This design comes from an exercise in tuning for small area on the open sky130 flow, not from production work.
The RTL was checked by simulation tests, not by an equivalence proof against the original design.

==> flow/design.v, too long to show whole: its modules and the start of the top module <==
// module fft_dit_top: 1038 lines
module fft_dit_top (
   input  wire        clk,
   input  wire        rst_n,
   input  wire [23:0] in_x,
   input  wire        in_nd,
   output wire [23:0] out_x,
   output wire        out_nd,
   output reg         overflow
);
  // ...
==> flow/run.sh <==
#!/bin/bash
# synth_recipe.tcl (not shown) runs the flow's synth.tcl, then flattens the netlist and writes it again
# the make line also repeats each setting of config.mk as NAME=value (left out here)
make -C /OpenROAD-flow-scripts/flow DESIGN_CONFIG=/design/flow/config.mk WORK_HOME=/design/flow/orfs CLKGATE_MAP_FILE= SYNTH_SCRIPT=/design/flow/synth_recipe.tcl finish
==> flow/config.mk <==
export PLATFORM = sky130hd
export DESIGN_NAME = fft_dit_top
export DESIGN_NICKNAME = fft_dit_top
export VERILOG_FILES = /design/flow/design.v
export SDC_FILE = /design/flow/constraint.sdc
export NUM_CORES = 4
export LEC_CHECK = 0
export CAP_MARGIN = 20
export CORE_MARGIN = 2
export CORE_UTILIZATION = 55
export CTS_CLUSTER_DIAMETER = 100
export CTS_CLUSTER_SIZE = 26
export PLACE_DENSITY = 0.7
export SLEW_MARGIN = 20
==> flow/constraint.sdc <==
create_clock -name core_clock -period 10.0 [get_ports {clk}]
set_input_delay 2.0000 -clock core_clock [delete_from_list [all_inputs] [get_ports {clk}]]
set_output_delay 2.0000 -clock core_clock [all_outputs]
set_load 0.01 [all_outputs]
==> reports/qor.csv, run 1 <==
stage,metric,value,unit
detailed_routing,route.met3.wl,13400,um
finish,clkCellAreaFrac,2.58,%
logic_synthesis,synthMuxAreaShare,5.61,%
logic_synthesis,ys_types,77,
clock_network,cts_made_buffers,40,
critical_path,cp_slowest_cell,o21ai_0,
worst_hold_path,whs_endpoint,bb[4][18],
placed_design,portBuffers,52,
logic_synthesis,synth_top_area_share,53.3,%
logic_synthesis,synth-simple-area-share,7.26,%
grt,met3_usage,7.45,%
clock_network,ctsHoldBuffers,0,
clock_network,cts_tree,done,
logic_synthesis,async_flop_share,2.66,%
sta,grt_setup_unrepaired,no,
grt,overflow,0,
logic_synthesis,synthCells,3389,
finish,finish.utilization,59.8,%
clock_network,cts_resized,0,
finish,final_cells,4465,
sta,tightest_slew,1090,ps
detailed_routing,initialDrtViolationCount,4104,
logic_synthesis,yosysMostFrequentCell,edfxtp_1,
finish,reg.largest.list,"ba x384, bb x384",
critical_path,crit_arrival,9680,ps
clock_network,htreeDepth,2,
outcome,status,"complete, no violations",
grt,top_usage_layer,met2,
sta,period_share,93.5,%
logic_synthesis,synth_compound_area_share,10.6,%
detailed_routing,dr_total_vias,28100,
critical_path,r2r_end,ba[3][20],
floorplan,die_height,284,um
critical_path,r2r_slack,650,ps
sta,fmax,0.107,GHz
==> run 2, diff against run 1 <==
--- a/flow/config.mk
+++ b/flow/config.mk
@@ -9,6 +9,5 @@
 export CORE_MARGIN = 2
 export CORE_UTILIZATION = 55
 export CTS_CLUSTER_DIAMETER = 100
-export CTS_CLUSTER_SIZE = 26
-export PLACE_DENSITY = 0.7
+export CTS_CLUSTER_SIZE = 24
 export SLEW_MARGIN = 20
==> run 2 against run 1 <==
Wire length rose by 3.4%. Largest cell class unchanged. Area after synthesis did not move. Still clean. Die area did not move.
==> reports/qor.csv, run 2 <==
stage,metric,value,unit,change
finish,nFillCells,6154,,"was 5,992"
logic_synthesis,synthCells,3389,,unchanged
detailed_routing,detail_route.vias_per_cell,6.21,,was 6.29
worst_hold_path,min_from,ba[13][21],,was bb[5][18]
logic_synthesis,yosysWarningCount,3,,unchanged
finish,final_cells,4459,,"was 4,465"
detailed_routing,detail-route-antenna-nets,0,,unchanged
logic_synthesis,synth_top_area_share,53.3,%,unchanged
clock_network,clockBufferDepth,3,,unchanged
critical_path,worst_path_most_repeated_cell,fa_1,,unchanged
clock_network,clock-root-buffer,clkbuf_16,,unchanged
floorplan,ios,53,,unchanged
placed_design,portBuffers,52,,unchanged
floorplan,core,0.0777,mm^2,unchanged
logic_synthesis,yosysMostFrequentCell,edfxtp_1,,unchanged
logic_synthesis,yosysSeqAreaShare,58.1,%,unchanged
sta,tightest_slew,1160,ps,was 1090 ps
detailed_routing,wl_per_cell,28.0,um,was 27.1 um
sta,finalHoldViolations,0,,unchanged
logic_synthesis,async_flop_share,2.66,%,unchanged
critical_path,ff2ff_path_depth,33,,was 32
logic_synthesis,synth_top_cell_by_area,edfxtp_1,,unchanged
clock_network,clkSlewWorstSetupHoldPaths,100,ps,was 110 ps
floorplan,dieArea,0.0809,mm^2,unchanged
critical_path,rr_startpoint,e_s1,,was e_s4
finish,antenna_cells,0,,unchanged
detailed_routing,initialDrtViolationCount,3525,,"was 4,104"
placed_design,placed_area,0.0451,mm^2,was 0.0452 mm^2
finish,nets,3712,,"was 3,723"
critical_path,cpPeakStageDelay,560,ps,was 610 ps
sta,period_minus_slack,9480,ps,was 9350 ps
critical_path,cp-end-kind,flip-flop,,unchanged
clock_network,cts_made_buffers,44,,was 40
worst_hold_path,holdPathStages,0,,unchanged
logic_synthesis,synth_area,0.0433,mm^2,unchanged
run,cap_violations,0,,unchanged
logic_synthesis,synth-edff-count,768,,unchanged
grt,grt_max_degree,162,,was 200
critical_path,critical_path_class,flip-flop to flip-flop,,unchanged
placed_design,placedCellCount,4376,,"was 4,386"
sta,skew,61.9,ps,was 61.5 ps
sta,whs,415,ps,was 409 ps
finish,design_area,0.0465,mm^2,about the same
worst_hold_path,hold_class,flip-flop to flip-flop,,unchanged
clock_network,ctsHoldBuffers,0,,unchanged
critical_path,cp_slowest_cell,dfxtp_4,,was o21ai_0
placed_design,hpwlAfterDp,84200,um,"was 84,800 um"
clock_network,clock-sinks,865,,unchanged
logic_synthesis,yosys-top-cells-count,"edfxtp_1 (768), nand2_1 (326), inv_1 (281)",,unchanged
grt,grt_pass1_wl,184000,um,"was 180,000 um"
clock_network,htreeDepth,2,,unchanged
detailed_routing,wl,125000,um,"was 121,000 um"
sta,relSlewSlack,22.7,%,was 26.3%
finish,layout_common_cells,"edfxtp_1 (768), nand2_1 (322), inv_1 (280)",,"was edfxtp_1 (768), nand2_1 (323), inv_1 (280)"
grt,antenna_found_initial,1,,was 2
grt,grt_usage,31.1,%,was 30.0%
sta,maxSlewViolCount,0,,unchanged
finish,layout_commonest_cell,edfxtp_1,,unchanged
detailed_routing,dr_total_vias,27700,,"was 28,100"
logic_synthesis,synthTopCellsByArea,"edfxtp_1 (53%), fa_1 (11%), dfxtp_1 (3.4%)",,unchanged
sta,setup_viol,0,,unchanged
finish,syn_to_final_growth,7.59,%,was 7.50%
critical_path,crit_arrival,9850,ps,was 9680 ps
logic_synthesis,ys_types,77,,unchanged
detailed_routing,drc,0,,unchanged
floorplan,start_util,55.7,%,unchanged
clock_network,clk_latency,650,ps,was 640 ps
logic_synthesis,synth_nets,3718,,unchanged
outcome,status,"complete, no violations",,unchanged
grt,overflow,0,,unchanged
critical_path,cp.required,10360,ps,"was 10,340 ps"
floorplan,die_height,284,um,unchanged
worst_hold_path,whs_endpoint,ba[12][21],,was bb[4][18]
sta,fin_tns_setup,0,ps,unchanged
logic_synthesis,synth_ff_type,edfxtp_1,,unchanged
floorplan,die_w,284,um,unchanged
critical_path,start_kind,flip-flop,,unchanged
finish,reg.largest.list,"ba x384, bb x384",,unchanged
finish,drive_gt1_share,7.93,%,was 8.18%
sta,grt_setup_unrepaired,no,,unchanged
clock_network,cts_tree,done,,unchanged
grt,grt_pass1_vias,27700,,"was 28,400"
critical_path,r2r_slack,520,ps,was 650 ps
logic_synthesis,synth.avg_cell_area,12.8,um^2,unchanged
detailed_routing,first_pass_iters,6,,was 7
sta,period_share,94.8,%,was 93.5%
sta,fmax,0.105,GHz,was 0.107 GHz
floorplan,row_count,102,,unchanged
critical_path,cp_max_fo,13,,was 9
placed_design,gp_congestion,0.912,,was 0.945
critical_path,r2r_end,ba[3][20],,unchanged
logic_synthesis,ys_ff_latch,865,,unchanged
## run 2: kinds of logic after synthesis
group | Yosys count | share of synthesized area [%]
mux | 203 | 5.61
xor+xnor | 79 | 1.60
buf+inv | 457 | 3.98
flops | 865 | 58.1
fa+ha+maj | 302 | 12.9
simple gates | 730 | 7.26
compound gates | 753 | 10.6
## run 2: worst max-delay path: cells and delay by family (launching register included)
family	cells	cell delay [ps]
AND/OR/NAND/NOR	6	1290
flip-flops	1	560
adder cells (fa/ha/maj)	6	2570
XOR/XNOR	2	600
buffers and inverters	5	760
multiplexers	3	1310
AO/OA/AOI/OAI	11	2140
## run 2: timing repair
action | in CTS | in global routing
setup endpoints to repair | 0 | 15
resized for setup | 0 | 6
buffers inserted | 0 | 1
## run 2: layer usage
layer	vias up	wire (um)	global-route usage, %
li1	12000	-	-
met1	14100	52100	45.3
met2	1334	56400	47.5
met3	214	11400	5.76
met4	0	5140	10.8
met5	-	0	0
## run 2: layout make-up
type	count	area, um^2	share of cell area, %
clock inverters	9	138	0.296
inverters	284	1070	2.30
multi-input cells	2067	16600	35.6
flip-flops and latches	865	25100	54.0
repair buffers	121	1110	2.39
well taps	1040	1300	2.80
clock buffers	73	1220	2.62
## run 2: how the worst max path moves through the flow
stage | startpoint | endpoint | slack, ps | cells after the start
2_1_floorplan | e_s1 | ba[1][22] | 1120 | 33
3_3_place_gp | e_s1 | ba[0][22] | 410 | 31
3_5_place_dp | e_s1 | ba[3][20] | 390 | 30
4_1_cts | e_s1 | ba[3][20] | 370 | 30
5_1_grt | e_s1 | ba[3][20] | 10 | 33
6_report | e_s1 | ba[3][20] | 520 | 33
## run 2: metrics by stage
| stage | util [%] | setup slack, ps |
|---|---|---|
| after floorplan | - | 1120 |
| after global placement | 58.1 | 411 |
| after detailed placement | 58.1 | 393 |
| after CTS | 59.8 | 372 |
| after global routing | 59.9 | 10.1 |
| final | 59.9 | 516 |
==> run 3, diff against run 2 <==
--- a/flow/config.mk
+++ b/flow/config.mk
@@ -7,7 +7,7 @@
 export LEC_CHECK = 0
 export CAP_MARGIN = 20
 export CORE_MARGIN = 2
-export CORE_UTILIZATION = 55
+export CORE_UTILIZATION = 60
 export CTS_CLUSTER_DIAMETER = 100
 export CTS_CLUSTER_SIZE = 24
 export SLEW_MARGIN = 20
==> run 3 against run 2 <==
Still clean on timing, DRC and antenna. Hold slack hardly changed. Setup slack worse by 44 ps. Cell count is 2.1% lower. Clock skew is 17 ps lower. Critical endpoint is now ba[1][22]. Largest cell class unchanged.
==> reports/qor.csv, run 3 <==
stage,metric,value,unit,change
sta,relSlewSlack,24.8,%,was 22.7%
grt,grt_pass1_vias,27600,,"was 27,700"
detailed_routing,initialDrtViolationCount,4015,,"was 3,525"
logic_synthesis,synth.avg_cell_area,12.8,um^2,unchanged
placed_design,pre_cts_slack,552,ps,was 393 ps
logic_synthesis,ys_types,77,,unchanged
sta,whs,415,ps,about the same
finish,nets,3712,,unchanged
critical_path,cp.required,10350,ps,"was 10,360 ps"
finish,layout_commonest_cell,edfxtp_1,,unchanged
logic_synthesis,synth_top_cell_by_area,edfxtp_1,,unchanged
critical_path,cpPeakStageDelay,560,ps,about the same
floorplan,core,0.0715,mm^2,was 0.0777 mm^2
detailed_routing,drc,0,,unchanged
sta,fin_ws,472,ps,was 516 ps
clock_network,clk_latency,620,ps,was 650 ps
clock_network,clkSlewWorstSetupHoldPaths,100,ps,about the same
floorplan,dieArea,0.0743,mm^2,was 0.0809 mm^2
logic_synthesis,yosysMostFrequentCell,edfxtp_1,,unchanged
detailed_routing,maxUsedRoutingLayer,met4,,unchanged
logic_synthesis,yosys-top-cells-count,"edfxtp_1 (768), nand2_1 (326), inv_1 (281)",,unchanged
run,cap_violations,0,,unchanged
grt,grt_max_degree,164,,was 162
finish,finish.utilization,64.8,%,was 59.9%
clock_network,ctsHoldBuffers,0,,unchanged
critical_path,start_kind,flip-flop,,unchanged
clock_network,clock-root-buffer,clkbuf_16,,unchanged
clock_network,clockBufferDepth,3,,unchanged
critical_path,cp-end-kind,flip-flop,,unchanged
outcome,status,"complete, no violations",,unchanged
sta,tightest_slew,1130,ps,was 1160 ps
clock_network,htreeDepth,2,,unchanged
finish,drive_gt1_share,7.97,%,was 7.93%
finish,syn_to_final_growth,7.07,%,was 7.59%
detailed_routing,first_pass_iters,6,,unchanged
critical_path,critical_path_class,flip-flop to flip-flop,,unchanged
sta,period_minus_slack,9530,ps,was 9480 ps
logic_synthesis,synthCells,3389,,unchanged
grt,overflow,0,,unchanged
detailed_routing,detail_route.vias_per_cell,6.34,,was 6.21
placed_design,hpwlAfterDp,81800,um,"was 84,200 um"
finish,reg.largest.list,"ba x384, bb x384",,unchanged
clock_network,clock-sinks,865,,unchanged
clock_network,cts_tree,done,,unchanged
finish,nFillCells,5414,,"was 6,154"
logic_synthesis,synth_area,0.0433,mm^2,unchanged
sta,period_share,95.3,%,was 94.8%
detailed_routing,wl_met1,49300,um,"was 52,100 um"
detailed_routing,detail-route-antenna-nets,0,,unchanged
detailed_routing,route.met3.wl,11500,um,"was 11,400 um"
logic_synthesis,synth_ff_type,edfxtp_1,,unchanged
logic_synthesis,async_flop_share,2.66,%,unchanged
sta,fmax,0.105,GHz,about the same
detailed_routing,wl,119000,um,"was 125,000 um"
sta,maxSlewViolCount,0,,unchanged
critical_path,cp_slowest_cell,dfxtp_2,,was dfxtp_4
placed_design,gp_congestion,0.908,,was 0.912
critical_path,cp_max_fo,8,,was 13
critical_path,crit_arrival,9870,ps,was 9850 ps
logic_synthesis,yosysWarningCount,3,,unchanged
sta,skew,44.8,ps,was 61.9 ps
floorplan,row_count,98,,was 102
logic_synthesis,synth_top_area_share,53.3,%,unchanged
floorplan,ios,53,,unchanged
grt,grt_pass1_wl,178000,um,"was 184,000 um"
finish,layout_common_cells,"edfxtp_1 (768), nand2_1 (320), inv_1 (280)",,"was edfxtp_1 (768), nand2_1 (322), inv_1 (280)"
logic_synthesis,synthTopCellsByArea,"edfxtp_1 (53%), fa_1 (11%), dfxtp_1 (3.4%)",,unchanged
logic_synthesis,yosysSeqAreaShare,58.1,%,unchanged
floorplan,die_height,273,um,was 284 um
sta,grt_setup_unrepaired,no,,unchanged
worst_hold_path,hold_class,flip-flop to flip-flop,,unchanged
logic_synthesis,synth-edff-count,768,,unchanged
floorplan,start_util,60.5,%,was 55.7%
sta,fin_tns_setup,0,ps,unchanged
detailed_routing,wl_per_cell,27.3,um,was 28.0 um
floorplan,die_w,273,um,was 284 um
grt,grt_usage,32.6,%,was 31.1%
logic_synthesis,synth_nets,3718,,unchanged
detailed_routing,dr_total_vias,27700,,about the same
placed_design,portBuffers,52,,unchanged
sta,finalHoldViolations,0,,unchanged
logic_synthesis,ys_ff_latch,865,,unchanged
grt,antenna_found_initial,2,,was 1
detailed_routing,wl_met2,54300,um,"was 56,400 um"
clock_network,cts_made_buffers,42,,was 44
sta,setup_viol,0,,unchanged
-- run 3: cell counts after synthesis --
Identical to the previous run, type by type.
-- run 3: kinds of logic after synthesis --
logic type               after synthesis  synth area share [%]
XOR/XNOR                              79                  1.60
AO/OA/AOI/OAI                        753                  10.6
multiplexers                         203                  5.61
flip-flops                           865                  58.1
AND/OR/NAND/NOR                      730                  7.26
adder cells (fa/ha/maj)              302                  12.9
buffers and inverters                457                  3.98
-- run 3: path summary, 6_finish.rpt --
path	start	slack (ps)	cells past startpoint	to
min reg2reg	bb[13][3]	420	0	bb[12][3]
max in group asynchronous	rst_n	8200	1	proc_bank
min	bb[13][3]	420	0	bb[12][3]
max reg2reg	e_s1	470	31	ba[1][22]
min in group asynchronous	rst_n	1390	1	overflow
max	e_s1	470	31	ba[1][22]
-- run 3: per-stage QoR --
step / area, um^2 / instances
global route: 46300 / 4364
detailed placement: 45100 / 4288
CTS: 46300 / 4361
floorplan: 43300 / 3389
finish: 46300 / 4364
global placement: 45000 / 4287
-- run 3: area by class of cell --
cell class / count / area, um^2 / area share [%]
Sequential cell: 865 / 25100 / 54.2
Multi-Input combinational cell: 2067 / 16600 / 35.8
Tap cell: 950 / 1190 / 2.57
Clock buffer: 71 / 1180 / 2.55
Timing Repair Buffer: 123 / 1130 / 2.43
Inverter: 284 / 1070 / 2.30
Clock inverter: 2 / 36.3 / 0.0783
Antenna cell: 2 / 5.00 / 0.0108
-- run 3: critical path: cells and delay by family (launching register included) --
| family | cells | cell delay [ps] |
|---|---|---|
| mux | 2 | 880 |
| compound gates | 14 | 3010 |
| flops | 1 | 560 |
| buf+inv | 3 | 330 |
| xor+xnor | 1 | 370 |
| simple gates | 5 | 1290 |
| fa+ha+maj | 6 | 2790 |
-- run 3: metal layers --
metal	vias up	track usage (%)
met4	0	9.69
li1	12000	-
met3	221	4.96
met5	-	0
met1	13900	48.9
met2	1470	49.9
-- run 3: repair_timing --
item	CTS	global route
resized for setup	0	7
buffers inserted	0	0
setup endpoints to repair	0	12

port drivers added, routing unchanged:
How much do the figures lean on ideal ports? The routed layouts below were timed once more, with nothing changed but the port constraints. Step 1: set_driving_cell puts a clkbuf_16 on clk and a buf_2 on each other input, an assumption about the parent block. Step 2 moves the port delays by t, midway between the first and last clock arrival at a register: inputs arrive t later, outputs are due t later. That takes back most of the time a late clock gives input paths. a / b / c = ideal ports / drivers / drivers and shift; a / b = the first two.
run	t (ns)	setup slack, ns	hold WS [ns]	latest minus earliest clock arrival (ns)
run 1	0.678	0.653 / 0.653 / 0.653	0.409 / 0.409 / 0.409	0.062 / 0.061
run 2	0.691	0.516 / 0.516 / 0.516	0.415 / 0.415 / 0.415	0.063 / 0.062
run 3	0.661	0.472 / 0.472 / 0.472	0.415 / 0.415 / 0.415	0.044 / 0.044
After both steps setup and hold are still met in every run listed.
